This design comes from an exercise in tuning for small area and a short achievable clock period on the open sky130 flow, not from production work. In this exercise RTL edits were held to simulation tests only and were not proved equivalent to the original. Power is estimated from default activity; no workload was simulated. No driver is modelled on the clock port, so clocking that relies on it looks cheaper here than on a real chip.

## config.mk

```make
export PLATFORM = sky130hd
export DESIGN_NAME = bbox_top
export DESIGN_NICKNAME = bbox_top
export VERILOG_FILES = /design/flow/design.v
export SDC_FILE = /design/flow/constraint.sdc
export NUM_CORES = 4
export LEC_CHECK = 0
export CAP_MARGIN = 20
export CORE_MARGIN = 2
export CORE_UTILIZATION = 60
export SETUP_SLACK_MARGIN = 5.0
export SLEW_MARGIN = 20
```

## constraint.sdc

```tcl
create_clock -name core_clock -period 7.5 [get_ports {clk}]
set_input_delay 1.5000 -clock core_clock [delete_from_list [all_inputs] [get_ports {clk}]]
set_output_delay 1.5000 -clock core_clock [all_outputs]
set_load 0.01 [all_outputs]
```

## design.v

```verilog
package bbox_pkg;
    localparam int COORD_W = 24;
    localparam int RADIX = 10;
    localparam int MSAA_SHIFT = RADIX - 3;
    localparam int NUM_VERTS = 3;
    typedef logic signed [COORD_W-1:0] coord_t;
    typedef logic [3:0] msaa_t;
    function automatic logic less17(input logic [16:0] a, input logic [16:0] b);
        logic [16:0] lt, gt;
        lt = ~a & b;
        gt = a & ~b;
        for (int step = 1; step < 17; step = step * 2) begin
            for (int i = 0; i + step < 17; i = i + 2 * step) begin
                lt[i] = lt[i+step] | (~gt[i+step] & lt[i]);
                gt[i] = gt[i+step] | (~lt[i+step] & gt[i]);
            end
        end
        less17 = lt[0];
    endfunction
    function automatic logic less16(input logic [15:0] a, input logic [15:0] b);
        logic [15:0] lt, gt;
        lt = ~a & b;
        gt = a & ~b;
        for (int step = 1; step < 16; step = step * 2) begin
            for (int i = 0; i + step < 16; i = i + 2 * step) begin
                lt[i] = lt[i+step] | (~gt[i+step] & lt[i]);
                gt[i] = gt[i+step] | (~lt[i+step] & gt[i]);
            end
        end
        less16 = lt[0];
    endfunction
endpackage
module bbox_extent (
    input  logic [3*17-1:0]              f,      
    input  logic [bbox_pkg::COORD_W-2:0] lim,    
    output logic [2:0]                   lt,     
    output logic [2:0]                   gt      
);
    logic [16:0] f0, f1, f2;
    assign f0 = f[0*17 +: 17] ^ 17'h10000;
    assign f1 = f[1*17 +: 17] ^ 17'h10000;
    assign f2 = f[2*17 +: 17] ^ 17'h10000;
    assign lt[0] = bbox_pkg::less17(f0, f1);
    assign lt[1] = bbox_pkg::less17(f0, f2);
    assign lt[2] = bbox_pkg::less17(f1, f2);
    always_comb begin
        for (int v = 0; v < 3; v++) begin
            gt[v] = ~f[v*17 + 16] & bbox_pkg::less16(lim[bbox_pkg::COORD_W-2:7], f[v*17 +: 16]);
        end
    end
endmodule
module bbox_snap (
    input  logic [3:0] msaa,
    output logic [2:0] keep     
);
    assign keep = 3'd0 - msaa[2:0];
endmodule
module bbox_clip (
    input  logic [3*17-1:0]              f,         
    input  logic [2:0]                   lt,        
    input  logic [2:0]                   gt,        
    input  logic [bbox_pkg::COORD_W-2:0] lim,       
    output logic [15:0]                  lo,        
    output logic [bbox_pkg::COORD_W-2:0] hi,        
    output logic                         on_screen
);
    logic [2:0]  min_sel, max_sel, neg;
    logic        min_gt, max_gt, min_neg, max_neg;
    logic [15:0] fmin, fmax;
    assign min_sel[0] = lt[0] & lt[1];
    assign min_sel[1] = ~min_sel[0] & lt[2];
    assign min_sel[2] = ~min_sel[0] & ~lt[2];
    assign max_sel[0] = ~lt[0] & ~lt[1];
    assign max_sel[1] = ~max_sel[0] & ~lt[2];
    assign max_sel[2] = ~max_sel[0] & lt[2];
    assign neg = {f[3*17-1], f[2*17-1], f[17-1]};
    assign min_gt  = |(min_sel & gt);
    assign max_gt  = |(max_sel & gt);
    assign min_neg = |(min_sel & neg);
    assign max_neg = |(max_sel & neg);
    always_comb begin
        fmin = '0;
        fmax = '0;
        for (int v = 0; v < 3; v++) begin
            if (min_sel[v]) fmin = fmin | f[v*17 +: 16];
            if (max_sel[v]) fmax = fmax | f[v*17 +: 16];
        end
    end
    assign lo        = min_neg ? 16'b0 : fmin;
    assign hi        = max_gt ? lim : {fmax, 7'b0};
    assign on_screen = ~min_gt & ~max_neg;
endmodule
module bbox_pipe #(
    parameter int DW = 1
) (
    input  logic          clk,
    input  logic          rst_n,
    input  logic          stall,
    input  logic          valid_d,
    input  logic [DW-1:0] data_d,
    output logic          valid_q,
    output logic [DW-1:0] data_q
);
    always_ff @(posedge clk) begin
        if (!rst_n) begin
            valid_q <= 1'b0;
        end else if (!stall) begin
            valid_q <= valid_d;
        end
    end
    always_ff @(posedge clk) begin
        if (!stall) begin
            data_q <= data_d;
        end
    end
endmodule
module bbox_top (
    input  logic          clk,
    input  logic          rst_n,
    input  logic [143:0]  tri_in,
    input  logic          tri_valid,
    input  logic          stall,
    input  logic [47:0]   screen,
    input  logic [3:0]    msaa,
    output logic [143:0]  tri_out,
    output logic [95:0]   box,
    output logic          box_valid
);
    localparam int W = bbox_pkg::COORD_W;
    logic [2:0]   keep_in;
    logic         v0;
    logic [143:0] t0;
    logic [45:0]  s0;
    logic [2:0]   k0;
    bbox_snap u_snap (
        .msaa (msaa),
        .keep (keep_in)
    );
    bbox_pipe #(.DW(144 + 46 + 3)) u_s0 (
        .clk     (clk),
        .rst_n   (rst_n),
        .stall   (stall),
        .valid_d (tri_valid & ~screen[W-1] & ~screen[2*W-1]),
        .data_d  ({tri_in, screen[W +: W-1], screen[0 +: W-1], keep_in}),
        .valid_q (v0),
        .data_q  ({t0, s0, k0})
    );
    logic [5:0] lt_d, gt_d;
    for (genvar a = 0; a < 2; a++) begin : g_cmp
        logic [3*17-1:0] f;
        for (genvar v = 0; v < 3; v++) begin : g_vert
            assign f[v*17 +: 17] = {t0[(v*2+a)*W+10 +: W-10], t0[(v*2+a)*W+7 +: 3] & k0};
        end
        bbox_extent u_extent (
            .f   (f),
            .lim (s0[a*(W-1) +: W-1]),
            .lt  (lt_d[a*3 +: 3]),
            .gt  (gt_d[a*3 +: 3])
        );
    end
    logic         v1;
    logic [143:0] t1;
    logic [45:0]  s1;
    logic [2:0]   k1;
    logic [5:0]   lt1, gt1;
    bbox_pipe #(.DW(144 + 46 + 3 + 12)) u_s1 (
        .clk     (clk),
        .rst_n   (rst_n),
        .stall   (stall),
        .valid_d (v0),
        .data_d  ({t0, s0, k0, lt_d, gt_d}),
        .valid_q (v1),
        .data_q  ({t1, s1, k1, lt1, gt1})
    );
    logic [1:0]  on_screen;
    logic [31:0] lo_d;
    logic [45:0] hi_d;
    for (genvar a = 0; a < 2; a++) begin : g_box
        logic [3*17-1:0] f;
        for (genvar v = 0; v < 3; v++) begin : g_vert
            assign f[v*17 +: 17] = {t1[(v*2+a)*W+10 +: W-10], t1[(v*2+a)*W+7 +: 3] & k1};
        end
        bbox_clip u_clip (
            .f         (f),
            .lt        (lt1[a*3 +: 3]),
            .gt        (gt1[a*3 +: 3]),
            .lim       (s1[a*(W-1) +: W-1]),
            .lo        (lo_d[a*16 +: 16]),
            .hi        (hi_d[a*(W-1) +: W-1]),
            .on_screen (on_screen[a])
        );
    end
    logic         v2;
    logic [143:0] t2;
    logic [31:0]  lo2;
    logic [45:0]  hi2;
    bbox_pipe #(.DW(144 + 32 + 46)) u_s2 (
        .clk     (clk),
        .rst_n   (rst_n),
        .stall   (stall),
        .valid_d (v1 & (&on_screen)),
        .data_d  ({t1, lo_d, hi_d}),
        .valid_q (v2),
        .data_q  ({t2, lo2, hi2})
    );
    assign tri_out   = t2;
    assign box_valid = v2;
    for (genvar a = 0; a < 2; a++) begin : g_out
        assign box[a*W +: W]     = {1'b0, lo2[a*16 +: 16], 7'b0};
        assign box[(2+a)*W +: W] = {1'b0, hi2[a*(W-1) +: W-1]};
    end
endmodule
```

## flow/run.sh

```bash
#!/bin/bash
cp standard.sh standard_sh.txt
export ADDER_MAP_FILE=
export BUFFER_PORTS_ARGS="-buffer_cell sky130_fd_sc_hd__buf_1"
export CTS_EXTRA="-sink_clustering_size 20 -sink_clustering_max_diameter 80"
export CTS_ARGS="-sink_clustering_enable -repair_clock_nets -dont_use_dummy_load -buf_list {sky130_fd_sc_hd__clkbuf_4 sky130_fd_sc_hd__clkbuf_8 sky130_fd_sc_hd__clkbuf_16} ${CTS_EXTRA:-}"
export PRE_RESIZE_TCL=$PWD/flow/pre_resize.tcl
bash standard.sh > standard.log 2>&1
```

## flow/pre_resize.tcl

```tcl
# Limit fanout so repair_design builds buffer trees for wide nets (stall)
set_max_fanout 20 [current_design]
# Keep the output port buffers at their minimum size
set_dont_touch [get_cells output*]
```

## standard.sh

```bash
#!/bin/bash
# synth_recipe.tcl (not shown) runs the flow's synth.tcl, then flattens the netlist and writes it again
# the make line also repeats each setting of config.mk as NAME=value (left out here)
make -C /OpenROAD-flow-scripts/flow DESIGN_CONFIG=/design/flow/config.mk WORK_HOME=/design/flow/orfs CLKGATE_MAP_FILE= SYNTH_SCRIPT=/design/flow/synth_recipe.tcl "${@:-finish}"
```

==> flow_summary.yaml, run 1 <==
clock_network:
  hold_buffers: 0
  cts_buffers: 39
  clkLatencyLatePin_ps: 570
  clkSinkCount: 623
  h-tree-depth: 2
  cts_buffer_depth: 3
  cts.clk_slew.worst_paths_ps: 80
  cts_tree: "yes"
  root_buffer: "clkbuf_16"
placement:
  gp_congestion: 0.897
  io_buffers: 421
  dp_slack_ps: -245
  hpwl_um: 42300
layout:
  finalCoreUtilization_pct: 71.0
  drive_gt1_share_pct: 7.94
  final_nets: 2292
  syn2layout_area_growth_pct: 16.3
timing:
  period_share_pct: 36.3
  timing.final.crit_period_ps: 2720
  fmax_mhz: 368
  setup_violations: 0
  hold_viol: 0
  slew_viol_final: 0
  worst_clock_skew_ps: 44.6
  setup_ws_ps: 4780
  slew-limit-headroom_pct: 37.0
  worst_pin_slew_ps: 944
  rsz0062_at_grt: "yes"
critical_path:
  r2r-end: "u_s1.data_q[4]$_DFFE_PN_"
  startpoint: "u_s2.data_q[31]$_DFFE_PN_"
  arrival_ps: 1220
  path_cells: "buf_1"
  cp_slowest_stage_delay_ps: 490
  critical_path.endpoint_type: "output port"
  timing.rr.start: "u_s0.data_q[45]$_DFFE_PN_"
  cp_slowest_cell: "edfxtp_1"
  crit_cells: 1
  start_kind: "register"
  cp_max_fo: 1
  worst_ep_required_time_ps: 6000
  worstSetupPathType: "register to output port"
  critPathTopFamily: "flip-flops"
  worstRegToRegCells: 8
  crit_end: "box[80]"
  rrSetupSlack_ps: 5010
  cp_num_buf_inv: 1
yosys:
  async_flop_share_pct: 0
  yosys-top-cells-area: "edfxtp_1, mux2i_1, maj3_1, a21oi_1, o21ai_0"
  synthFlopType: "edfxtp_1"
  ys_warn_count: 5
  ys_seq_area_share_pct: 76.4
  ys_types: 62
  synth_edf_count: 620
  synthesis.area_um2: 24400
  yosys.cell_count.top_type: "edfxtp_1"
  synth_seq_cells: 623
  synth_area_leader_cell: "edfxtp_1"
  ys_top_cells_by_count: "edfxtp_1, nor2_1, nand2_1"
  synth.top_cell.area_share_pct: 76.2
  synth_area_per_cell_um2: 15.5
  synth_cells: 1575
grt:
  antenna_found_initial: 4
  first_global_vias: 14300
  met2_usage_pct: 42.0
  grt_busiest_layer: "met2"
  grt_usage_pct: 27.4
  grt_max_degree: 21
  use_met3_pct: 5.81
  met1_usage_pct: 39.1
  overflow: 0
  grt_first_pass_wirelength_um: 85200
drt:
  viasPerCell: 5.80
  routed_wl_um: 58800
  drc: 0
  firstDrtPassIters: 8
  routedWlPerCell_um: 22.5
  drtIter0Drc: 1404
  ant_nets: 0
  dr_total_vias: 15200
pwr:
  cellPowerDensity_nw_per_um2: 255
  p_leak_nw: 9.96
  vdd_drop_max_mv: 0.221
floorplan:
  die_h_um: 206
  ioPinCount: 441
  core_um2: 40000
  fp.dieW_um: 206
  dieArea_um2: 42300
  start_util_pct: 61.1
  row_count: 73
worst_hold_path:
  worstHoldPathCells: 0
  hold_class: "register to register"
job:
  cap_violations: 0
status:
  status: "timing/DRC/antenna clean"
## final cells by class
type                            instances  area, um2
Fill cell                            2663      11600
Tap cell                              525        657
Multi-Input combinational cell        833       5320
Sequential cell                       623      18700
Antenna cell                            1       2.50
Clock buffer                           39        976
Timing Repair Buffer                  516       2480
Inverter                               79        300
## registers in the layout, indices dropped and copies added (netlist names)
signal / cells
u_s0.valid_q: 1
u_s0.data_q: 193
u_s2.data_q: 222
u_s1.data_q: 205
u_s1.valid_q: 1
u_s2.valid_q: 1
## logic make-up (layout without fill, tap and decap cells)
| logic type | count (synthesis) | count (layout) | synth area share [%] |
|---|---|---|---|
| AOI/OAI and AO/OA | 347 | 347 | 8.97 |
| xor gates and xnor gates | 2 | 2 | 0.0717 |
| buffers and inverters | 136 | 634 | 2.42 |
| muxes | 70 | 70 | 2.87 |
| DFF | 623 | 623 | 76.4 |
| and+or+nand+nor | 319 | 319 | 6.01 |
| other | 1 | 19 | 0.0153 |
| adders and majority gates | 77 | 77 | 3.20 |
## metrics by stage
stage | power, W | setup TNS (ps) | cell area [um2] | cells | hold WS [ps]
2_1_floorplan | 0.00497 | -2235800 | 24500 | 1592 | 400
3_3_place_gp | 0.00526 | 0 | 26600 | 2493 | 400
3_5_place_dp | 0.00533 | -4890 | 27100 | 2539 | 405
4_1_cts | 0.00726 | 0 | 28200 | 2590 | 363
5_1_grt | 0.00750 | 0 | 28400 | 2615 | 381
6_report | 0.00724 | 0 | 28400 | 2616 | 368
## routing by layer
layer | routed length, um | part of all wire, %
met1 | 24300 | 41
met2 | 26900 | 46
met3 | 5470 | 9.3
met4 | 2080 | 3.5
met5 | 55 | 0.094
## cells in the final DEF (no fill, tap or decap), types with 4 or more instances in the layout
cell	Yosys	final
a211oi_1	30	30
a21o_1	9	9
a21oi_1	97	95
a221o_1	5	5
a221oi_1	10	9
a222oi_1	4	4
a22oi_1	6	6
a31oi_1	9	9
and2_1	14	14
buf_1	3	420
buf_12	0	10
buf_2	5	13
buf_4	18	47
buf_6	1	9
clkbuf_16	0	39
clkdlybuf4s15_2	0	5
conb_1	1	18
edfxtp_1	620	620
inv_1	78	77
maj3_1	69	68
maj3_2	8	9
mux2i_1	70	70
nand2_1	109	108
nand2b_1	32	32
nand3_1	4	4
nand3b_1	8	8
nor2_1	110	105
nor2b_1	29	28
o2111ai_1	4	4
o211ai_1	13	13
o21ai_0	86	84
o221ai_1	15	14
o22ai_1	27	27
o31ai_1	8	8
## what timing repair did
action / CTS / global route
setup endpoints to repair: 892 / 459
pin swaps: 0 / 4
cloned: 1 / 0
setup buffers: 11 / 25
gates resized for setup: 223 / 40
## worst min-delay path by stage
stage | startpoint | end | slack (ps)
final | u_s1.data_q[182]$_DFFE_PN_ | u_s2.data_q[199]$_DFFE_PN_ | 370
after global routing | u_s1.data_q[182]$_DFFE_PN_ | u_s2.data_q[199]$_DFFE_PN_ | 380
after CTS | u_s1.data_q[182]$_DFFE_PN_ | u_s2.data_q[199]$_DFFE_PN_ | 360
after detailed placement | u_s0.data_q[102]$_DFFE_PN_ | u_s1.data_q[114]$_DFFE_PN_ | 400
after global placement | u_s0.data_q[146]$_DFFE_PN_ | u_s1.data_q[158]$_DFFE_PN_ | 400
after floorplan | u_s0.data_q[97]$_DFFE_PN_ | u_s1.data_q[109]$_DFFE_PN_ | 400
## report_power, final
part	internal, W	switching [W]	leakage, nW	total [W]
sequential	0.00417	0.000208	6.12	0.00438
clock	0.000924	0.00103	0.481	0.00196
combinational	0.000345	0.000559	3.36	0.000904
total	0.00544	0.00180	9.96	0.00724
==> run 2: changes to the inputs <==
==> flow/run.sh (replaced) <==
#!/bin/bash
cp standard.sh standard_sh.txt
export ADDER_MAP_FILE=
export BUFFER_PORTS_ARGS="-buffer_cell sky130_fd_sc_hd__buf_1"
export CTS_EXTRA="-sink_clustering_size 30 -sink_clustering_max_diameter 100"
export CTS_ARGS="-sink_clustering_enable -repair_clock_nets -dont_use_dummy_load -buf_list {sky130_fd_sc_hd__clkbuf_4 sky130_fd_sc_hd__clkbuf_8 sky130_fd_sc_hd__clkbuf_16} ${CTS_EXTRA:-}"
export PRE_RESIZE_TCL=$PWD/flow/pre_resize.tcl
bash standard.sh > standard.log 2>&1
==> flow/pre_resize.tcl (replaced) <==
# Limit fanout so repair_design builds buffer trees for wide nets (stall)
set_max_fanout 20 [current_design]
--- a/config.mk
+++ b/config.mk
@@ -7,6 +7,6 @@
 export LEC_CHECK = 0
 export CAP_MARGIN = 20
 export CORE_MARGIN = 2
-export CORE_UTILIZATION = 60
+export CORE_UTILIZATION = 40
 export SETUP_SLACK_MARGIN = 5.0
 export SLEW_MARGIN = 20
==> run 2 against run 1 <==
Flip-flop and latch count stayed put; fmax decreased by 0.46%; register-to-register slack improved by 100 ps; total power is 4.1% lower; non-clock buffer count decreased by 11; via count shrank 2.0%; synthesized area did not move; critical path type unchanged; largest cell class unchanged; highest routed layer unchanged.
==> flow_summary.yaml, run 2 <==
drt:
  firstDrtPassIters: 6
  drc: 0
  viasPerCell: 5.21
  routedWlPerCell_um: 21.3
  routed_wl_um: 60900
  ant_nets: 0
  dr_total_vias: 14900
  drtIter0Drc: 1278
critical_path:
  r2r-end: "u_s1.data_q[4]$_DFFE_PN_"
  path_cells: "buf_1"
  worstRegToRegCells: 7
  critPathTopFamily: "flip-flops"
  critical_path.endpoint_type: "output port"
  cp_num_buf_inv: 1
  timing.rr.start: "u_s0.data_q[0]$_DFFE_PN_"
  arrival_ps: 1230
  cp_slowest_stage_delay_ps: 460
  start_kind: "register"
  worstSetupPathType: "register to output port"
  rrSetupSlack_ps: 5110
  cp_max_fo: 1
  worst_ep_required_time_ps: 6000
  startpoint: "u_s2.data_q[111]$_DFFE_PN_"
  cp_slowest_cell: "edfxtp_1"
  crit_cells: 1
yosys:
  synth_edf_count: 620
  synthesis.area_um2: 24400
  yosys-top-cells-area: "edfxtp_1, mux2i_1, maj3_1, a21oi_1, o21ai_0"
  synthFlopType: "edfxtp_1"
  synth_area_per_cell_um2: 15.5
  ys_seq_area_share_pct: 76.4
  ys_top_cells_by_count: "edfxtp_1, nor2_1, nand2_1"
  synth.top_cell.area_share_pct: 76.2
  synth_seq_cells: 623
  async_flop_share_pct: 0
  ys_types: 62
  synth_cells: 1575
  ys_warn_count: 5
  synth_area_leader_cell: "edfxtp_1"
  yosys.cell_count.top_type: "edfxtp_1"
layout:
  fill_cells: 5263
  syn2layout_area_growth_pct: 17.8
  drive_gt1_share_pct: 16.9
  regMostFlops: "u_s2.data_q"
  largest_reg_flops: 222
  final_nets: 2269
  final_common_cell: "edfxtp_1"
  layout.cells.most_common_list: "edfxtp_1, buf_1, clkbuf_2"
  top_regs: "u_s2.data_q: 222 flops, u_s1.data_q: 205 flops, u_s0.data_q: 193 flops"
clock_network:
  clkSinkCount: 623
  cts.clk_slew.worst_paths_ps: 110
  hold_buffers: 0
  cts_buffer_depth: 3
  cts_buffers: 27
  root_buffer: "clkbuf_16"
  h-tree-depth: 1
  cts_tree: "yes"
  clkLatencyLatePin_ps: 620
timing:
  slew_viol_final: 0
  period_share_pct: 36.4
  setup_violations: 0
  worst_pin_slew_ps: 828
  hold_viol: 0
  slew-limit-headroom_pct: 44.8
  whs_ps: 376
  fmax_mhz: 366
  rsz0062_at_grt: "yes"
  worst_clock_skew_ps: 87.1
  timing.final.crit_period_ps: 2730
  tns_ps: 0
worst_hold_path:
  hold_class: "register to register"
  holdPathEnd: "u_s2.data_q[81]$_DFFE_PN_"
  worstHoldPathCells: 0
  holdCritStartpoint: "u_s1.data_q[64]$_DFFE_PN_"
placement:
  io_buffers: 421
  gp_congestion: 0.851
  hpwl_um: 45200
floorplan:
  dieArea_um2: 63100
  core_um2: 60400
  ioPinCount: 441
  start_util_pct: 40.5
  row_count: 90
  die_h_um: 251
  fp.dieW_um: 251
grt:
  overflow: 0
  grt_usage_pct: 18.7
  grt_first_pass_wirelength_um: 88900
  grt_max_degree: 31
  antenna_found_initial: 15
  first_global_vias: 14600
pwr:
  vdd_drop_max_mv: 0.157
  cellPowerDensity_nw_per_um2: 241
  p_leak_nw: 10.4
job:
  cap_violations: 0
status:
  status: "timing/DRC/antenna clean"
[run 2: cell counts after synthesis]
Identical to the previous run, type by type.
[run 2: per-stage QoR]
stage          power (W)  setup WS, ps  utilization [%]  std cells  cell area (um2)
2_1_floorplan    0.00497         -3600                -       1592            24500
4_1_cts          0.00699          4700             47.1       2837            28400
3_3_place_gp     0.00527          3750             44.6       2748            26900
6_report         0.00694          4770             47.7       2856            28800
5_1_grt          0.00724          4720             47.7       2853            28800
3_5_place_dp     0.00535           725             45.5       2801            27400
[run 2: power breakdown]
part           leakage, nW  switching (W)  internal [W]  total, W
registers             6.12       0.000206       0.00417   0.00438
clock network        0.333       0.000981      0.000645   0.00163
logic                 3.94       0.000556      0.000382  0.000938
[run 2: cells by family after synthesis]
| kind of cell | Yosys count | share of synthesized area, % |
|---|---|---|
| flip-flops | 623 | 76.4 |
| multiplexers | 70 | 2.87 |
| XOR/XNOR | 2 | 0.0717 |
| AO/OA/AOI/OAI | 347 | 8.97 |
| AND/OR/NAND/NOR | 319 | 6.01 |
| buffers and inverters | 136 | 2.42 |
| other | 1 | 0.0153 |
| adder cells (fa/ha/maj) | 77 | 3.20 |
[run 2: metal layers]
metal	track usage, %	vias to the layer above	part of all wire, %
li1	-	6951	-
met1	24.3	7332	41
met2	31.8	485	50
met3	3.66	88	6.5
met4	5.36	16	2.6
met5	0	-	0.17
[run 2: final cells by class]
type                    instances  area [um2]  share of cell area, %
well taps                     782         978                   3.40
multi-input cells             833        5310                   18.4
repair buffers                505        2820                   9.80
inverters                      79         300                   1.04
clock buffers                  27         676                   2.35
flip-flops and latches        623       18700                   64.9
diodes                          7        17.5                 0.0609
[run 2: how the worst max path moves through the flow]
stage / end / slack [ps]
CTS: tri_out[33] / 4700
global placement: u_s1.data_q[87]$_DFFE_PN_ / 3750
detailed placement: u_s0.data_q[100]$_DFFE_PN_ / 730
finish: tri_out[33] / 4770
floorplan: u_s0.data_q[0]$_DFFE_PN_ / -3600
global route: tri_out[33] / 4720
[run 2: repair_timing]
| action | in CTS | in global routing |
|---|---|---|
| resized for setup | 383 | 175 |
| pin swaps | 0 | 7 |
| endpoints found under the setup margin | 903 | 354 |
| setup buffers | 9 | 12 |
==> run 3: changes to the inputs <==
==> flow/run.sh (replaced) <==
#!/bin/bash
# The standard layout (standard.sh), with these changes:
# - no adder extraction in synthesis, so abc maps the comparators itself
# - port buffers are buf_1, and the output port buffers are kept at that size
# - CTS without dummy loads, with larger sink clusters
# - a fanout limit for the buffering step, so the stall net gets a buffer tree
# Each tool's full output goes to the ORFS logs under orfs/logs; make's own
# output goes to standard.log.
cp standard.sh standard_sh.txt
export ADDER_MAP_FILE=
export BUFFER_PORTS_ARGS="-buffer_cell sky130_fd_sc_hd__buf_1"
export CTS_ARGS="-sink_clustering_enable -repair_clock_nets -dont_use_dummy_load -buf_list {sky130_fd_sc_hd__clkbuf_4 sky130_fd_sc_hd__clkbuf_8 sky130_fd_sc_hd__clkbuf_16} -sink_clustering_size 30 -sink_clustering_max_diameter 100"
export PRE_RESIZE_TCL=$PWD/flow/pre_resize.tcl
bash standard.sh > standard.log 2>&1
==> flow/pre_resize.tcl (replaced) <==
# Limit fanout so repair_design builds buffer trees for wide nets (stall)
set_max_fanout 20 [current_design]
# Keep the output port buffers at their minimum size
set_dont_touch [get_cells output*]
--- a/config.mk
+++ b/config.mk
@@ -7,6 +7,6 @@
 export LEC_CHECK = 0
 export CAP_MARGIN = 20
 export CORE_MARGIN = 2
-export CORE_UTILIZATION = 40
-export SETUP_SLACK_MARGIN = 5.0
+export CORE_UTILIZATION = 75
+export SETUP_SLACK_MARGIN = 4.8
 export SLEW_MARGIN = 20
==> run 3 against run 2 <==
Clock skew shrank 66 ps; sequential share of layout area grew 2.6 points; non-clock buffer count shrank 14; sequential power is essentially flat; global-route usage increased by 19 points; fmax down 2.3%; count of clock-buffer cells in the layout decreased by 3; synthesized area stayed put; largest cell class unchanged.
==> flow_summary.yaml, run 3 <==
status:
  status: "timing/DRC/antenna clean"
drt:
  drc: 0
  routed_wl_um: 65200
  dr_total_vias: 16300
  drtIter0Drc: 2266
  viasPerCell: 6.53
  firstDrtPassIters: 6
  ant_nets: 0
  routedWlPerCell_um: 26.1
yosys:
  synthesis.area_um2: 24400
  ys_seq_area_share_pct: 76.4
  synth_fa_ha_area_share_pct: 3.20
  ys_warn_count: 5
  ys_top_cells_by_count: "edfxtp_1, nor2_1, nand2_1"
  synth_cells: 1575
  yosys-top-cells-area: "edfxtp_1, mux2i_1, maj3_1, a21oi_1, o21ai_0"
  async_flop_share_pct: 0
  synth_area_per_cell_um2: 15.5
  synth_compound_area_share_pct: 8.97
  synthFlopType: "edfxtp_1"
  synth.top_cell.area_share_pct: 76.2
  synthXorXnorAreaFrac_pct: 0.0717
  ys_types: 62
  yosys.area_share.simple_pct: 6.01
  synth_top_family_by_area: "compound AO/OA/AOI/OAI gates"
  synth_area_leader_cell: "edfxtp_1"
  muxShareOfSynthArea_pct: 2.87
  synth_seq_cells: 623
  yosys.cell_count.top_type: "edfxtp_1"
  synth_edf_count: 620
critical_path:
  arrival_ps: 1300
  cp_slowest_stage_delay_ps: 410
  critical_path.endpoint_type: "output port"
  path_cells: "buf_1"
  cp_num_buf_inv: 1
  cp_slowest_cell: "edfxtp_1"
  cp_max_fo: 1
  worstSetupPathType: "register to output port"
  critPathTopFamily: "flip-flops"
  worst_ep_required_time_ps: 6000
  start_kind: "register"
grt:
  antenna_found_initial: 5
  grt_max_degree: 31
  grt_busiest_layer: "met2"
  met2_usage_pct: 61.2
  first_global_vias: 15400
  grt_first_pass_wirelength_um: 93400
  overflow: 0
  grt_usage_pct: 37.6
  use_met3_pct: 8.54
  met1_usage_pct: 49.3
clock_network:
  cts.clk_slew.worst_paths_ps: 120
  clkLatencyLatePin_ps: 570
  cts_buffers: 24
  h-tree-depth: 1
  root_buffer: "clkbuf_16"
  cts_tree: "yes"
  cts_buffer_depth: 3
  clkSinkCount: 623
layout:
  final_common_cell: "edfxtp_1"
  syn2layout_area_growth_pct: 13.2
  layout.cells.most_common_list: "edfxtp_1, buf_1, nand2_1"
  largest_reg_flops: 222
  finalCoreUtilization_pct: 85.7
  final_nets: 2252
  top_regs: "u_s2.data_q: 222 flops, u_s1.data_q: 205 flops, u_s0.data_q: 193 flops"
  regMostFlops: "u_s2.data_q"
  final_cells: 2497
  fill_cells: 1414
  drive_gt1_share_pct: 5.32
floorplan:
  ioPinCount: 441
  dieArea_um2: 34000
  die_h_um: 184
  core_um2: 32300
  fp.dieW_um: 184
  start_util_pct: 75.7
  row_count: 66
timing:
  timing.final.crit_period_ps: 2800
  hold_viol: 0
  slew_viol_final: 0
  rsz0062_at_grt: "yes"
  slew-limit-headroom_pct: 33.3
  setup_violations: 0
  period_share_pct: 37.3
  worst_pin_slew_ps: 1000
  worst_clock_skew_ps: 20.8
  fmax_mhz: 357
  setup_ws_ps: 4700
placement:
  io_buffers: 421
  dp_slack_ps: -815
  place_inst: 2460
  gp_congestion: 0.924
  hpwl_um: 45600
pwr:
  p_leak_nw: 9.61
  vdd_drop_max_mv: 0.219
  cellPowerDensity_nw_per_um2: 248
worst_hold_path:
  hold_class: "register to register"
job:
  cap_violations: 0
run 3: cell types whose count changed in the layout (fill, tap and decap cells not counted), sizes merged:
cell | previous run | this run
buf | 355 | 468
dlygate4sd2 | 1 | 7
clkdlybuf4s18 | 3 | 0
clkdlybuf4s50 | 0 | 2
bufbuf | 0 | 1
clkbuf | 165 | 29
diode | 7 | 5
run 3: per-stage QoR:
stage / power, W / instance area, um2 / setup TNS, ps / hold WS, ps
detailed placement: 0.00534 / 27000 / -16290 / 405
finish: 0.00685 / 27700 / 0 / 426
global placement: 0.00523 / 26500 / 0 / 400
CTS: 0.00680 / 27600 / 0 / 427
floorplan: 0.00497 / 24500 / -2235800 / 400
global route: 0.00703 / 27700 / 0 / 431
run 3: path summary, 6_finish.rpt:
kind / start / end / slack, ps / depth (start not counted)
hold / removal: u_s1.data_q[62]$_DFFE_PN_ / u_s2.data_q[79]$_DFFE_PN_ / 430 / 0
setup / recovery: u_s2.data_q[30]$_DFFE_PN_ / box[79] / 4700 / 1
setup reg to reg: u_s1.data_q[11]$_DFFE_PN_ / u_s2.data_q[41]$_DFFE_PN_ / 4920 / 9
hold reg to reg: u_s1.data_q[62]$_DFFE_PN_ / u_s2.data_q[79]$_DFFE_PN_ / 430 / 0
run 3: cell type report:
class / instances / area (um2) / share of cell area, %
multi-input cells: 833 / 5260 / 19.0
repair buffers: 491 / 2250 / 8.15
flip-flops and latches: 623 / 18700 / 67.5
inverters: 79 / 300 / 1.09
well taps: 442 / 553 / 2.00
clock buffers: 24 / 601 / 2.17
diodes: 5 / 12.5 / 0.0452
run 3: repair_timing:
action / CTS / global route
hold buffers: 0 / 0
cloned: 1 / 0
setup buffers: 0 / 7
endpoints found under the setup margin: 700 / 160
gates resized for setup: 206 / 14
pin swaps: 0 / 1
run 3: cells by family (layout without fill, tap and decap cells):
kind of cell / after synthesis / after routing
buf+inv: 136 / 594
mux: 70 / 70
fa+ha+maj: 77 / 77
compound gates: 347 / 347
simple gates: 319 / 319
other cells: 1 / 23
xor+xnor: 2 / 2
flops: 623 / 623
run 3: power by group:
part | switching (W) | total (W) | internal (W)
Combinational | 0.000580 | 0.000909 | 0.000329
Clock | 0.000955 | 0.00153 | 0.000579
Sequential | 0.000236 | 0.00441 | 0.00417
run 3: metal layers:
layer,share of wire (%),vias to the layer above
met5,0,-
met4,5.0,0
met3,13,224
met2,48,1436
met1,34,7715
li1,-,6921
==> run 4: changes to the inputs <==
--- a/flow/run.sh
+++ b/flow/run.sh
@@ -1,7 +1,7 @@
 #!/bin/bash
 # The standard layout (standard.sh), with these changes:
 # - no adder extraction in synthesis, so abc maps the comparators itself
-# - port buffers are buf_1, and the output port buffers are kept at that size
+# - port buffers start as buf_1
 # - CTS without dummy loads, with larger sink clusters
 # - a fanout limit for the buffering step, so the stall net gets a buffer tree
 # Each tool's full output goes to the ORFS logs under orfs/logs; make's own
==> flow/pre_resize.tcl (replaced) <==
# Limit fanout so repair_design builds buffer trees for wide nets (stall)
set_max_fanout 20 [current_design]
--- a/config.mk
+++ b/config.mk
@@ -7,6 +7,6 @@
 export LEC_CHECK = 0
 export CAP_MARGIN = 20
 export CORE_MARGIN = 2
-export CORE_UTILIZATION = 75
+export CORE_UTILIZATION = 60
 export SETUP_SLACK_MARGIN = 4.8
 export SLEW_MARGIN = 20
==> run 4 against run 3 <==
Count of clock-buffer cells in the layout is the same; sequential power about the same; largest cell class unchanged; highest routed layer unchanged; still clean on timing, DRC and antenna; utilization is 16 points lower; clock skew rose by 9.9 ps.
==> flow_summary.yaml, run 4 <==
layout:
  syn2layout_area_growth_pct: 13.6
  regMostFlops: "u_s2.data_q"
  top_regs: "u_s2.data_q: 222 flops, u_s1.data_q: 205 flops, u_s0.data_q: 193 flops"
  largest_reg_flops: 222
  fill_cells: 2737
  layout.cells.most_common_list: "edfxtp_1, buf_1, nand2_1, nor2_1, a21oi_1"
  final_nets: 2250
  drive_gt1_share_pct: 5.76
  final_common_cell: "edfxtp_1"
  n_antenna_cell: 0
clock_network:
  cts_buffer_depth: 3
  cts_buffers: 24
  root_buffer: "clkbuf_16"
  hold_buffers: 0
  clkLatencyLatePin_ps: 580
  clkSinkCount: 623
  h-tree-depth: 1
  cts_tree: "yes"
  cts.clk_slew.worst_paths_ps: 110
grt:
  grt_max_degree: 31
  met1_usage_pct: 39.8
  first_global_vias: 13900
  use_met3_pct: 3.71
  grt_first_pass_wirelength_um: 84200
  overflow: 0
  grt_busiest_layer: "met2"
  met2_usage_pct: 42.7
  antenna_found_initial: 1
  grt_usage_pct: 26.8
critical_path:
  rrSetupSlack_ps: 4900
  cp_slowest_stage_delay_ps: 480
  cp_num_buf_inv: 1
  critical_path.endpoint_type: "output port"
  arrival_ps: 1220
  cp_max_fo: 1
  r2r-end: "u_s1.data_q[6]$_DFFE_PN_"
  worst_ep_required_time_ps: 6000
  start_kind: "register"
  cp_slowest_cell: "edfxtp_1"
  critPathTopFamily: "flip-flops"
  timing.rr.start: "u_s0.data_q[108]$_DFFE_PN_"
  path_cells: "clkbuf_2"
  worstSetupPathType: "register to output port"
  worstRegToRegCells: 7
yosys:
  synthFlopType: "edfxtp_1"
  synth_area_leader_cell: "edfxtp_1"
  async_flop_share_pct: 0
  yosys-top-cells-area: "edfxtp_1, mux2i_1, maj3_1, a21oi_1, o21ai_0"
  synth_area_per_cell_um2: 15.5
  ys_top_cells_by_count: "edfxtp_1, nor2_1, nand2_1"
  ys_seq_area_share_pct: 76.4
  ys_warn_count: 5
  synth.top_cell.area_share_pct: 76.2
  yosys.cell_count.top_type: "edfxtp_1"
  synth_seq_cells: 623
  synth_edf_count: 620
  synthesis.area_um2: 24400
  ys_types: 62
  synth_cells: 1575
drt:
  routedWlPerCell_um: 22.4
  routed_wl_um: 57700
  viasPerCell: 5.80
  firstDrtPassIters: 6
  drc: 0
  drtIter0Drc: 1601
  ant_nets: 0
  dr_total_vias: 14900
placement:
  io_buffers: 421
  gp_congestion: 0.897
  hpwl_um: 42300
  dp_slack_ps: -245
timing:
  whs_ps: 424
  rsz0062_at_grt: "yes"
  slew-limit-headroom_pct: 35.8
  timing.final.crit_period_ps: 2720
  fmax_mhz: 367
  hold_viol: 0
  worst_pin_slew_ps: 959
  worst_clock_skew_ps: 30.7
  period_share_pct: 36.3
  setup_ws_ps: 4780
  slew_viol_final: 0
  setup_violations: 0
pwr:
  p_total_w: 0.00678
  cellPowerDensity_nw_per_um2: 244
  vdd_drop_max_mv: 0.217
  p_leak_nw: 9.62
floorplan:
  fp.dieW_um: 206
  row_count: 73
  start_util_pct: 61.1
  dieArea_um2: 42300
  core_um2: 40000
  ioPinCount: 441
  die_h_um: 206
worst_hold_path:
  holdCritStartpoint: "u_s1.data_q[182]$_DFFE_PN_"
  worstHoldPathCells: 0
  holdPathEnd: "u_s2.data_q[199]$_DFFE_PN_"
  hold_class: "register to register"
status:
  status: "timing/DRC/antenna clean"
job:
  cap_violations: 0
## run 4: cell counts after synthesis
Identical to the previous run, type by type.
## run 4: repair_timing
action,CTS,global route
endpoints found under the setup margin,668,249
gates resized for setup,185,28
setup buffers,1,9
## run 4: cell type report
cell class	count	area [um2]	area share, %
inverters	79	300	1.08
flip-flops and latches	623	18700	67.3
repair buffers	489	2250	8.09
well taps	525	657	2.37
multi-input cells	833	5280	19.0
clock buffers	24	601	2.16
## run 4: logic make-up after synthesis
kind of cell	share of synthesized area [%]
flip-flops	76.4
AO/OA/AOI/OAI	8.97
AND/OR/NAND/NOR	6.01
buffers and inverters	2.42
adder cells (fa/ha/maj)	3.20
multiplexers	2.87
XOR/XNOR	0.0717
other	0.0153
## run 4: report_power, final
part,switching [W],total (W),internal [W]
combinational,0.000545,0.000875,0.000330
sequential,0.000212,0.00438,0.00417
clock,0.000942,0.00152,0.000579
## run 4: how the worst max path moves through the flow
stage	start	endpoint	slack, ps	cells past startpoint
final	u_s2.data_q[158]$_DFFE_PN_	tri_out[80]	4780	1
after floorplan	stall	u_s0.data_q[0]$_DFFE_PN_	-3600	1
after global placement	stall	u_s0.data_q[103]$_DFFE_PN_	3740	4
after global routing	u_s2.data_q[110]$_DFFE_PN_	tri_out[32]	4750	1
after CTS	stall	u_s2.data_q[198]$_DFFE_PN_	4710	5
after detailed placement	stall	u_s0.data_q[76]$_DFFE_PN_	-240	9
## run 4: worst reg2reg max path: stages (launching register included)
cell      delay [ps]
edfxtp_1         530
nor2b_1          190
maj3_1           370
maj3_1           370
maj3_1           350
nor2_1           260
o211ai_1         150
o211a_1          150
## run 4: through the flow
stage	instances	utilization, %	area (um2)	TNS (ps)
2_1_floorplan	1592	-	24500	-2235800
3_3_place_gp	2493	66.5	26600	0
3_5_place_dp	2539	67.7	27100	-4890
4_1_cts	2564	69.2	27700	0
5_1_grt	2573	69.4	27800	0
6_report	2573	69.4	27800	0
## run 4: layer usage
metal	wire length (um)	vias to the layer above
li1	-	6907
met2	27200	681
met4	1210	0
met5	0	-
met3	4890	71
met1	24400	7271
==> run 5: changes to the inputs <==
==> flow/run.sh (replaced) <==
#!/bin/bash
# The standard layout (standard.sh), with these changes:
# - no adder extraction in synthesis, so abc maps the comparators itself
# - port buffers are buf_1, and the output port buffers are kept at that size
#   (released again before the final global_connect)
# - CTS without dummy loads, with larger sink clusters
# - a fanout limit for the buffering step, so the stall net gets a buffer tree
# Each tool's full output goes to the ORFS logs under orfs/logs; make's own
# output goes to standard.log.
cp standard.sh standard_sh.txt
export ADDER_MAP_FILE=
export BUFFER_PORTS_ARGS="-buffer_cell sky130_fd_sc_hd__buf_1"
export CTS_ARGS="-sink_clustering_enable -repair_clock_nets -dont_use_dummy_load -buf_list {sky130_fd_sc_hd__clkbuf_4 sky130_fd_sc_hd__clkbuf_8 sky130_fd_sc_hd__clkbuf_16} -sink_clustering_size 30 -sink_clustering_max_diameter 100"
export PRE_RESIZE_TCL=$PWD/flow/pre_resize.tcl
export PRE_FINAL_REPORT_TCL=$PWD/flow/pre_final_report.tcl
bash standard.sh > standard.log 2>&1
==> flow/pre_final_report.tcl (new file) <==
# Release the output port buffers so the final global_connect wires
# their power and ground pins like every other cell's
unset_dont_touch [get_cells output*]
==> flow/pre_resize.tcl (replaced) <==
# Limit fanout so repair_design builds buffer trees for wide nets (stall)
set_max_fanout 20 [current_design]
# Keep the output port buffers at their minimum size
set_dont_touch [get_cells output*]
==> run 5 against run 4 <==
Cell area barely moved; total power barely moved; global-route usage barely moved; synthesized cell count did not move; critical path depth did not move; combinational power barely moved; sequential share of layout area barely moved; highest routed layer unchanged.
==> flow_summary.yaml, run 5 <==
placement:
  io_buffers: 421
  place_inst: 2539
  gp_congestion: 0.897
  hpwl_um: 42300
layout:
  top_regs: "u_s2.data_q: 222 flops, u_s1.data_q: 205 flops, u_s0.data_q: 193 flops"
  final_nets: 2250
  final_common_cell: "edfxtp_1"
  drive_gt1_share_pct: 5.47
  syn2layout_area_growth_pct: 13.6
  regMostFlops: "u_s2.data_q"
  layout.cells.most_common_list: "edfxtp_1, buf_1, nand2_1, nor2_1, a21oi_1"
  fill_cells: 2739
  largest_reg_flops: 222
  final_cells: 2574
critical_path:
  cp_max_fo: 1
  cp_num_buf_inv: 1
  worstSetupPathType: "register to output port"
  cp_slowest_cell: "edfxtp_1"
  critPathTopFamily: "flip-flops"
  cp_slowest_stage_delay_ps: 480
  worst_ep_required_time_ps: 6000
  start_kind: "register"
  path_cells: "buf_1"
  arrival_ps: 1230
  critical_path.endpoint_type: "output port"
floorplan:
  start_util_pct: 61.1
  die_h_um: 206
  fp.dieW_um: 206
  core_um2: 40000
  ioPinCount: 441
  row_count: 73
  dieArea_um2: 42300
clock_network:
  h-tree-depth: 1
  cts_buffers: 24
  hold_buffers: 0
  clkLatencyLatePin_ps: 590
  root_buffer: "clkbuf_16"
  clkSinkCount: 623
  cts.clk_slew.worst_paths_ps: 120
  cts_tree: "yes"
  cts_buffer_depth: 3
yosys:
  synth_area_per_cell_um2: 15.5
  synth_area_leader_cell: "edfxtp_1"
  ys_types: 62
  synth_edf_count: 620
  synth_cells: 1575
  ys_seq_area_share_pct: 76.4
  ys_warn_count: 5
  synthesis.area_um2: 24400
  synth.top_cell.area_share_pct: 76.2
  synth_seq_cells: 623
  synthFlopType: "edfxtp_1"
  ys_top_cells_by_count: "edfxtp_1, nor2_1, nand2_1"
  yosys.cell_count.top_type: "edfxtp_1"
  yosys-top-cells-area: "edfxtp_1, mux2i_1, maj3_1, a21oi_1, o21ai_0"
  async_flop_share_pct: 0
grt:
  grt_max_degree: 31
  antenna_found_initial: 1
  first_global_vias: 13900
  overflow: 0
  grt_usage_pct: 26.8
  grt_first_pass_wirelength_um: 84200
timing:
  period_share_pct: 36.4
  tns_ps: 0
  fmax_mhz: 366
  whs_ps: 424
  slew-limit-headroom_pct: 33.5
  slew_viol_final: 0
  timing.final.crit_period_ps: 2730
  hold_viol: 0
  worst_pin_slew_ps: 994
  worst_clock_skew_ps: 33.1
  rsz0062_at_grt: "yes"
  setup_violations: 0
drt:
  ant_nets: 0
  drc: 0
  firstDrtPassIters: 6
  dr_total_vias: 14900
  drtIter0Drc: 1692
  routed_wl_um: 57800
  routedWlPerCell_um: 22.4
  viasPerCell: 5.79
pwr:
  switching_share_pct: 25.1
  p_leak_nw: 9.60
  pwr-share-comb_pct: 12.9
  power_frac_clock_pct: 22.4
  switching_power_w: 0.00170
  p_total_w: 0.00678
  vdd_drop_max_mv: 0.218
  p_int_w: 0.00508
  seqPwrFrac_pct: 64.7
  cellPowerDensity_nw_per_um2: 244
status:
  status: "timing/DRC/antenna clean"
worst_hold_path:
  hold_class: "register to register"
job:
  cap_violations: 0
[run 5: cell counts after synthesis]
Identical to the previous run, type by type.
[run 5: repair_timing]
action | 4_1_cts | 5_1_grt
buffers inserted | 1 | 9
gates resized for setup | 181 | 24
endpoints found under the setup margin | 668 | 250
[run 5: final cells by class]
class	instances	area, um2	area share, %
Clock buffer	24	601	2.16
Inverter	79	300	1.08
Antenna cell	1	2.50	0.00902
Multi-Input combinational cell	833	5280	19.0
Tap cell	525	657	2.37
Timing Repair Buffer	489	2230	8.05
Sequential cell	623	18700	67.3
[run 5: power groups by stage]
stage          Clock (W)  Combinational, W  Sequential (W)
3_3_place_gp           0          0.000806         0.00445
2_1_floorplan          0          0.000490         0.00448
6_report         0.00152          0.000874         0.00439
5_1_grt          0.00165          0.000961         0.00442
3_5_place_dp           0          0.000862         0.00447
4_1_cts          0.00155          0.000863         0.00439
[run 5: logic make-up after synthesis]
| kind of cell | count (synthesis) | share of synthesized area (%) |
|---|---|---|
| and+or+nand+nor | 319 | 6.01 |
| AOI/OAI and AO/OA | 347 | 8.97 |
| other | 1 | 0.0153 |
| muxes | 70 | 2.87 |
| adders and majority gates | 77 | 3.20 |
| xor gates and xnor gates | 2 | 0.0717 |
| buffers and inverters | 136 | 2.42 |
| DFF | 623 | 76.4 |
[run 5: through the flow]
stage / setup WS (ps) / util [%] / cell area, um2
2_1_floorplan: -3600 / - / 24500
3_3_place_gp: 3740 / 66.5 / 26600
3_5_place_dp: -245 / 67.7 / 27100
4_1_cts: 4710 / 69.2 / 27700
5_1_grt: 4750 / 69.4 / 27700
6_report: 4770 / 69.4 / 27800
[run 5: final timing paths]
kind / start / end / slack [ps] / cells past startpoint
worst max-delay path: u_s2.data_q[158]$_DFFE_PN_ / tri_out[80] / 4770 / 1
worst min-delay path: u_s1.data_q[184]$_DFFE_PN_ / u_s2.data_q[201]$_DFFE_PN_ / 420 / 0
worst max register to register: u_s0.data_q[108]$_DFFE_PN_ / u_s1.data_q[6]$_DFFE_PN_ / 4900 / 7
worst min register to register: u_s1.data_q[184]$_DFFE_PN_ / u_s2.data_q[201]$_DFFE_PN_ / 420 / 0
[run 5: per-layer routing]
metal  global-route usage [%]  share of wire, %  up-vias
met4                     6.17               1.9        0
met1                     39.8                43     7272
met2                     42.7                47      669
met5                        0                 0        -
li1                         -                 -     6905
met3                     3.71               8.2       68
[run 5: worst reg2reg max path, cell delays in order, from the launching register on]
cell	delay (ps)
edfxtp_1	520
nor2b_1	190
maj3_1	370
maj3_1	370
maj3_1	350
nor2_1	260
o211ai_1	150
o211a_1	150
==> run 6: changes to the inputs <==
--- a/design.v
+++ b/design.v
@@ -31,21 +31,24 @@
     endfunction
 endpackage
 module bbox_extent (
-    input  logic [3*17-1:0]              f,      
+    input  logic [3*17-1:0]              x,      
+    input  logic [2:0]                   keep,   
     input  logic [bbox_pkg::COORD_W-2:0] lim,    
     output logic [2:0]                   lt,     
     output logic [2:0]                   gt      
 );
-    logic [16:0] f0, f1, f2;
-    assign f0 = f[0*17 +: 17] ^ 17'h10000;
-    assign f1 = f[1*17 +: 17] ^ 17'h10000;
-    assign f2 = f[2*17 +: 17] ^ 17'h10000;
-    assign lt[0] = bbox_pkg::less17(f0, f1);
-    assign lt[1] = bbox_pkg::less17(f0, f2);
-    assign lt[2] = bbox_pkg::less17(f1, f2);
+    logic [16:0] x0, x1, x2;
+    assign x0 = x[0*17 +: 17] ^ 17'h10000;
+    assign x1 = x[1*17 +: 17] ^ 17'h10000;
+    assign x2 = x[2*17 +: 17] ^ 17'h10000;
+    assign lt[0] = bbox_pkg::less17(x0, x1);
+    assign lt[1] = bbox_pkg::less17(x0, x2);
+    assign lt[2] = bbox_pkg::less17(x1, x2);
     always_comb begin
         for (int v = 0; v < 3; v++) begin
-            gt[v] = ~f[v*17 + 16] & bbox_pkg::less16(lim[bbox_pkg::COORD_W-2:7], f[v*17 +: 16]);
+            gt[v] = ~x[v*17 + 16] &
+                    bbox_pkg::less16(lim[bbox_pkg::COORD_W-2:7],
+                                     {x[v*17+3 +: 13], x[v*17 +: 3] & keep});
         end
     end
 endmodule
@@ -56,7 +59,8 @@
     assign keep = 3'd0 - msaa[2:0];
 endmodule
 module bbox_clip (
-    input  logic [3*17-1:0]              f,         
+    input  logic [3*17-1:0]              x,         
+    input  logic [2:0]                   keep,      
     input  logic [2:0]                   lt,        
     input  logic [2:0]                   gt,        
     input  logic [bbox_pkg::COORD_W-2:0] lim,       
@@ -66,26 +70,28 @@
 );
     logic [2:0]  min_sel, max_sel, neg;
     logic        min_gt, max_gt, min_neg, max_neg;
-    logic [15:0] fmin, fmax;
+    logic [15:0] xmin, xmax, fmin, fmax;
     assign min_sel[0] = lt[0] & lt[1];
     assign min_sel[1] = ~min_sel[0] & lt[2];
     assign min_sel[2] = ~min_sel[0] & ~lt[2];
     assign max_sel[0] = ~lt[0] & ~lt[1];
     assign max_sel[1] = ~max_sel[0] & ~lt[2];
     assign max_sel[2] = ~max_sel[0] & lt[2];
-    assign neg = {f[3*17-1], f[2*17-1], f[17-1]};
-    assign min_gt  = |(min_sel & gt);
-    assign max_gt  = |(max_sel & gt);
-    assign min_neg = |(min_sel & neg);
-    assign max_neg = |(max_sel & neg);
+    assign neg     = {x[3*17-1], x[2*17-1], x[17-1]};
+    assign min_neg = |neg;
+    assign max_neg = &neg;
+    assign min_gt = |(min_sel & gt);
+    assign max_gt = |(max_sel & gt);
     always_comb begin
-        fmin = '0;
-        fmax = '0;
+        xmin = '0;
+        xmax = '0;
         for (int v = 0; v < 3; v++) begin
-            if (min_sel[v]) fmin = fmin | f[v*17 +: 16];
-            if (max_sel[v]) fmax = fmax | f[v*17 +: 16];
-        end
-    end
+            if (min_sel[v]) xmin = xmin | x[v*17 +: 16];
+            if (max_sel[v]) xmax = xmax | x[v*17 +: 16];
+        end
+    end
+    assign fmin = {xmin[15:3], xmin[2:0] & keep};
+    assign fmax = {xmax[15:3], xmax[2:0] & keep};
     assign lo        = min_neg ? 16'b0 : fmin;
     assign hi        = max_gt ? lim : {fmax, 7'b0};
     assign on_screen = ~min_gt & ~max_neg;
@@ -147,15 +153,16 @@
     );
     logic [5:0] lt_d, gt_d;
     for (genvar a = 0; a < 2; a++) begin : g_cmp
-        logic [3*17-1:0] f;
+        logic [3*17-1:0] x;
         for (genvar v = 0; v < 3; v++) begin : g_vert
-            assign f[v*17 +: 17] = {t0[(v*2+a)*W+10 +: W-10], t0[(v*2+a)*W+7 +: 3] & k0};
+            assign x[v*17 +: 17] = t0[(v*2+a)*W+7 +: 17];
         end
         bbox_extent u_extent (
-            .f   (f),
-            .lim (s0[a*(W-1) +: W-1]),
-            .lt  (lt_d[a*3 +: 3]),
-            .gt  (gt_d[a*3 +: 3])
+            .x    (x),
+            .keep (k0),
+            .lim  (s0[a*(W-1) +: W-1]),
+            .lt   (lt_d[a*3 +: 3]),
+            .gt   (gt_d[a*3 +: 3])
         );
     end
     logic         v1;
@@ -176,12 +183,13 @@
     logic [31:0] lo_d;
     logic [45:0] hi_d;
     for (genvar a = 0; a < 2; a++) begin : g_box
-        logic [3*17-1:0] f;
+        logic [3*17-1:0] x;
         for (genvar v = 0; v < 3; v++) begin : g_vert
-            assign f[v*17 +: 17] = {t1[(v*2+a)*W+10 +: W-10], t1[(v*2+a)*W+7 +: 3] & k1};
+            assign x[v*17 +: 17] = t1[(v*2+a)*W+7 +: 17];
         end
         bbox_clip u_clip (
-            .f         (f),
+            .x         (x),
+            .keep      (k1),
             .lt        (lt1[a*3 +: 3]),
             .gt        (gt1[a*3 +: 3]),
             .lim       (s1[a*(W-1) +: W-1]),
==> run 6 against run 5 <==
Still clean; critical path depth stayed put; sequential share of layout area is 0.70 points higher; via count is 1.8% lower; utilization is 0.39 points lower; synthesized area is 0.70% lower; global-route usage is 0.065 points lower; fmax is 0.26% higher; flip-flop and latch count stayed put; cell area is 1.0% lower; routed wire length is 1.3% lower; clock skew is 10 ps lower; sequential power is 1% lower; critical endpoint is now box[81].
==> flow_summary.yaml, run 6 <==
clock_network:
  hold_buffers: 0
  cts_buffer_depth: 3
  cts_buffers: 24
  clkSinkCount: 623
  cts.clk_slew.worst_paths_ps: 120
  cts_tree: "yes"
  clkLatencyLatePin_ps: 580
  postCtsSetupBuffers: 0
  h-tree-depth: 1
  root_buffer: "clkbuf_16"
critical_path:
  start_kind: "register"
  timing.rr.start: "u_s0.data_q[184]$_DFFE_PN_"
  cp_num_buf_inv: 1
  worst_ep_required_time_ps: 6000
  arrival_ps: 1220
  cp_max_fo: 1
  critical_path.endpoint_type: "output port"
  cp_slowest_cell: "edfxtp_1"
  cp_slowest_stage_delay_ps: 480
  r2r-end: "u_s1.data_q[10]$_DFFE_PN_"
  path_cells: "buf_1"
  worstRegToRegCells: 7
  rrSetupSlack_ps: 4870
  worstSetupPathType: "register to output port"
  critPathTopFamily: "flip-flops"
timing:
  slew-limit-headroom_pct: 33.4
  setup_violations: 0
  whs_ps: 427
  tns_ps: 0
  slew_viol_final: 0
  timing.final.crit_period_ps: 2720
  worst_clock_skew_ps: 23.1
  hold_viol: 0
  fmax_mhz: 367
  period_share_pct: 36.3
  rsz0062_at_grt: "yes"
  worst_pin_slew_ps: 997
yosys:
  yosys.area_share.simple_pct: 5.52
  synth_top_family_by_area: "compound AO/OA/AOI/OAI gates"
  synth_area_per_cell_um2: 15.7
  synth_seq_cells: 623
  synth_cells: 1543
  muxShareOfSynthArea_pct: 2.85
  yosys.cell_count.top_type: "edfxtp_1"
  synth_edf_count: 620
  synthesis.area_um2: 24300
  synth.top_cell.area_share_pct: 76.7
  synthXorXnorAreaFrac_pct: 0.0722
  synthFlopType: "edfxtp_1"
  synth_fa_ha_area_share_pct: 4.19
  ys_top_cells_by_count: "edfxtp_1, nand2_1, nor2_1"
  synth_compound_area_share_pct: 7.87
  synth_area_leader_cell: "edfxtp_1"
  yosys-top-cells-area: "edfxtp_1, maj3_1, mux2i_1, nand2_1, a21oi_1"
  ys_types: 56
  ys_seq_area_share_pct: 77.0
  async_flop_share_pct: 0
  ys_warn_count: 5
floorplan:
  die_h_um: 205
  row_count: 73
  fp.dieW_um: 205
  ioPinCount: 441
  dieArea_um2: 42100
  core_um2: 39800
  start_util_pct: 60.9
grt:
  grt_usage_pct: 26.7
  first_global_vias: 13800
  antenna_found_initial: 6
  overflow: 0
  grt_first_pass_wirelength_um: 83200
  grt_max_degree: 31
layout:
  final_common_cell: "edfxtp_1"
  fill_cells: 2799
  syn2layout_area_growth_pct: 13.2
  regMostFlops: "u_s2.data_q"
  final_cells: 2533
  final_nets: 2206
  fin_area_um2: 27500
  finalCoreUtilization_pct: 69.0
  layout.cells.most_common_list: "edfxtp_1, buf_1, nand2_1"
  drive_gt1_share_pct: 4.94
  top_regs: "u_s2.data_q: 222 flops, u_s1.data_q: 205 flops, u_s0.data_q: 193 flops"
  largest_reg_flops: 222
worst_hold_path:
  worstHoldPathCells: 0
  hold_class: "register to register"
  holdPathEnd: "u_s1.data_q[182]$_DFFE_PN_"
  holdCritStartpoint: "u_s0.data_q[170]$_DFFE_PN_"
drt:
  ant_nets: 0
  routedWlPerCell_um: 22.5
  firstDrtPassIters: 6
  dr_total_vias: 14600
  drtIter0Drc: 1305
  viasPerCell: 5.78
  routed_wl_um: 57000
  drc: 0
pwr:
  vdd_drop_max_mv: 0.250
  cellPowerDensity_nw_per_um2: 242
  p_leak_nw: 9.46
placement:
  hpwl_um: 42300
  io_buffers: 421
  gp_congestion: 0.881
  place_inst: 2505
  postPlaceCellArea_um2: 26900
status:
  status: "timing/DRC/antenna clean"
job:
  cap_violations: 0
## run 6: changes by cell type in the layout (fill, tap and decap cells not counted), moves of 7 or more
| cell | change |
|---|---|
| maj3_1 | +19 |
| o211ai_1 | -10 |
| a21oi_1 | -9 |
| nand2_1 | +7 |
| nand2b_1 | -16 |
| a21o_1 | -7 |
| nor2b_1 | -7 |
| buf_4 | -7 |
## run 6: through the flow
stage / total power (W) / worst slack [ps]
finish: 0.00666 / 4780
global placement: 0.00515 / 3490
CTS: 0.00669 / 4750
detailed placement: 0.00523 / -361
global route: 0.00691 / 4720
floorplan: 0.00490 / -3600
## run 6: worst reg2reg max path, delay by kind of cell (launching register included)
| family | cells | cell delay, ps |
|---|---|---|
| adder cells (fa/ha/maj) | 3 | 960 |
| AND/OR/NAND/NOR | 2 | 610 |
| AO/OA/AOI/OAI | 2 | 290 |
| flip-flops | 1 | 550 |
## run 6: layer usage
metal | up-vias | routed length [um] | global-route usage (%)
met5 | - | 27 | 0
met4 | 4 | 1370 | 7.14
met3 | 57 | 5030 | 5.07
met2 | 651 | 26300 | 41.5
met1 | 7171 | 24200 | 39.4
li1 | 6756 | - | -
## run 6: how the worst max path moves through the flow
| stage | to | start | cells past startpoint |
|---|---|---|---|
| after floorplan | u_s0.data_q[0]$_DFFE_PN_ | stall | 1 |
| after global placement | u_s2.data_q[139]$_DFFE_PN_ | stall | 3 |
| after detailed placement | u_s2.data_q[38]$_DFFE_PN_ | stall | 8 |
| after CTS | box[81] | u_s2.data_q[32]$_DFFE_PN_ | 1 |
| after global routing | tri_out[33] | u_s2.data_q[111]$_DFFE_PN_ | 1 |
| final | box[81] | u_s2.data_q[32]$_DFFE_PN_ | 1 |
## run 6: logic make-up (layout without fill, tap and decap cells)
kind of cell | after synthesis | after routing
compound gates | 305 | 305
xor+xnor | 2 | 2
fa+ha+maj | 100 | 100
buf+inv | 141 | 585
flops | 623 | 623
mux | 69 | 69
other cells | 1 | 22
simple gates | 302 | 302
## run 6: report_power, final
part	switching [W]	total (W)	internal, W
combinational	0.000505	0.000803	0.000298
sequential	0.000189	0.00434	0.00415
clock	0.000935	0.00151	0.000578
total	0.00163	0.00666	0.00503
## run 6: cell type report
cell class / instances / area [um2] / share of cell area (%)
diodes: 4 / 10.0 / 0.0364
well taps: 525 / 657 / 2.39
inverters: 83 / 315 / 1.15
flip-flops and latches: 623 / 18700 / 68.0
repair buffers: 478 / 2130 / 7.76
clock buffers: 24 / 601 / 2.19
multi-input cells: 796 / 5070 / 18.5
## run 6: timing repair
item                                    in CTS  in global routing
cloned                                       0                  0
pin swaps                                    0                  0
endpoints found under the hold margin        0                  0
resized for setup                          220                 13
endpoints found under the setup margin     684                196

## what the ideal ports hide
How much do the figures lean on ideal ports? The routed layouts below were timed once more, with nothing changed but the port constraints. Step 1, drivers: a clkbuf_16 drives clk and a buf_2 each remaining input, both assumed. Step 2, shift: input delay + t, output delay - t, t = (earliest + latest rising clock arrival at the registers) / 2. This alone moves slack from input paths to output paths. Slacks: no drivers / after step 1 / after step 2; pairs: no drivers / after step 1.
| run | t, ns | setup slack, ns | hold WS [ns] | worst setup path after step 2 | latest minus earliest clock arrival (ns) |
|---|---|---|---|---|---|
| run 1 | 0.608 | 4.779 / 4.721 / 4.468 | 0.368 / 0.368 / 0.368 | input to register | 0.048 / 0.048 |
| run 2 | 0.632 | 4.766 / 4.711 / 4.410 | 0.376 / 0.376 / 0.376 | input to register | 0.090 / 0.090 |
| run 3 | 0.618 | 4.701 / 4.646 / 4.145 | 0.426 / 0.426 / 0.426 | input to register | 0.033 / 0.034 |
| run 4 | 0.629 | 4.775 / 4.717 / 4.282 | 0.424 / 0.424 / 0.424 | input to register | 0.032 / 0.032 |
| run 5 | 0.631 | 4.769 / 4.711 / 4.272 | 0.424 / 0.424 / 0.424 | input to register | 0.033 / 0.033 |
| run 6 | 0.625 | 4.776 / 4.720 / 4.262 | 0.427 / 0.427 / 0.427 | input to register | 0.031 / 0.031 |
After both steps every run listed still meets setup and hold. For run 3, which loses most, drivers alone change the setup slack by -0.055 ns; drivers and shift together by -0.556 ns.
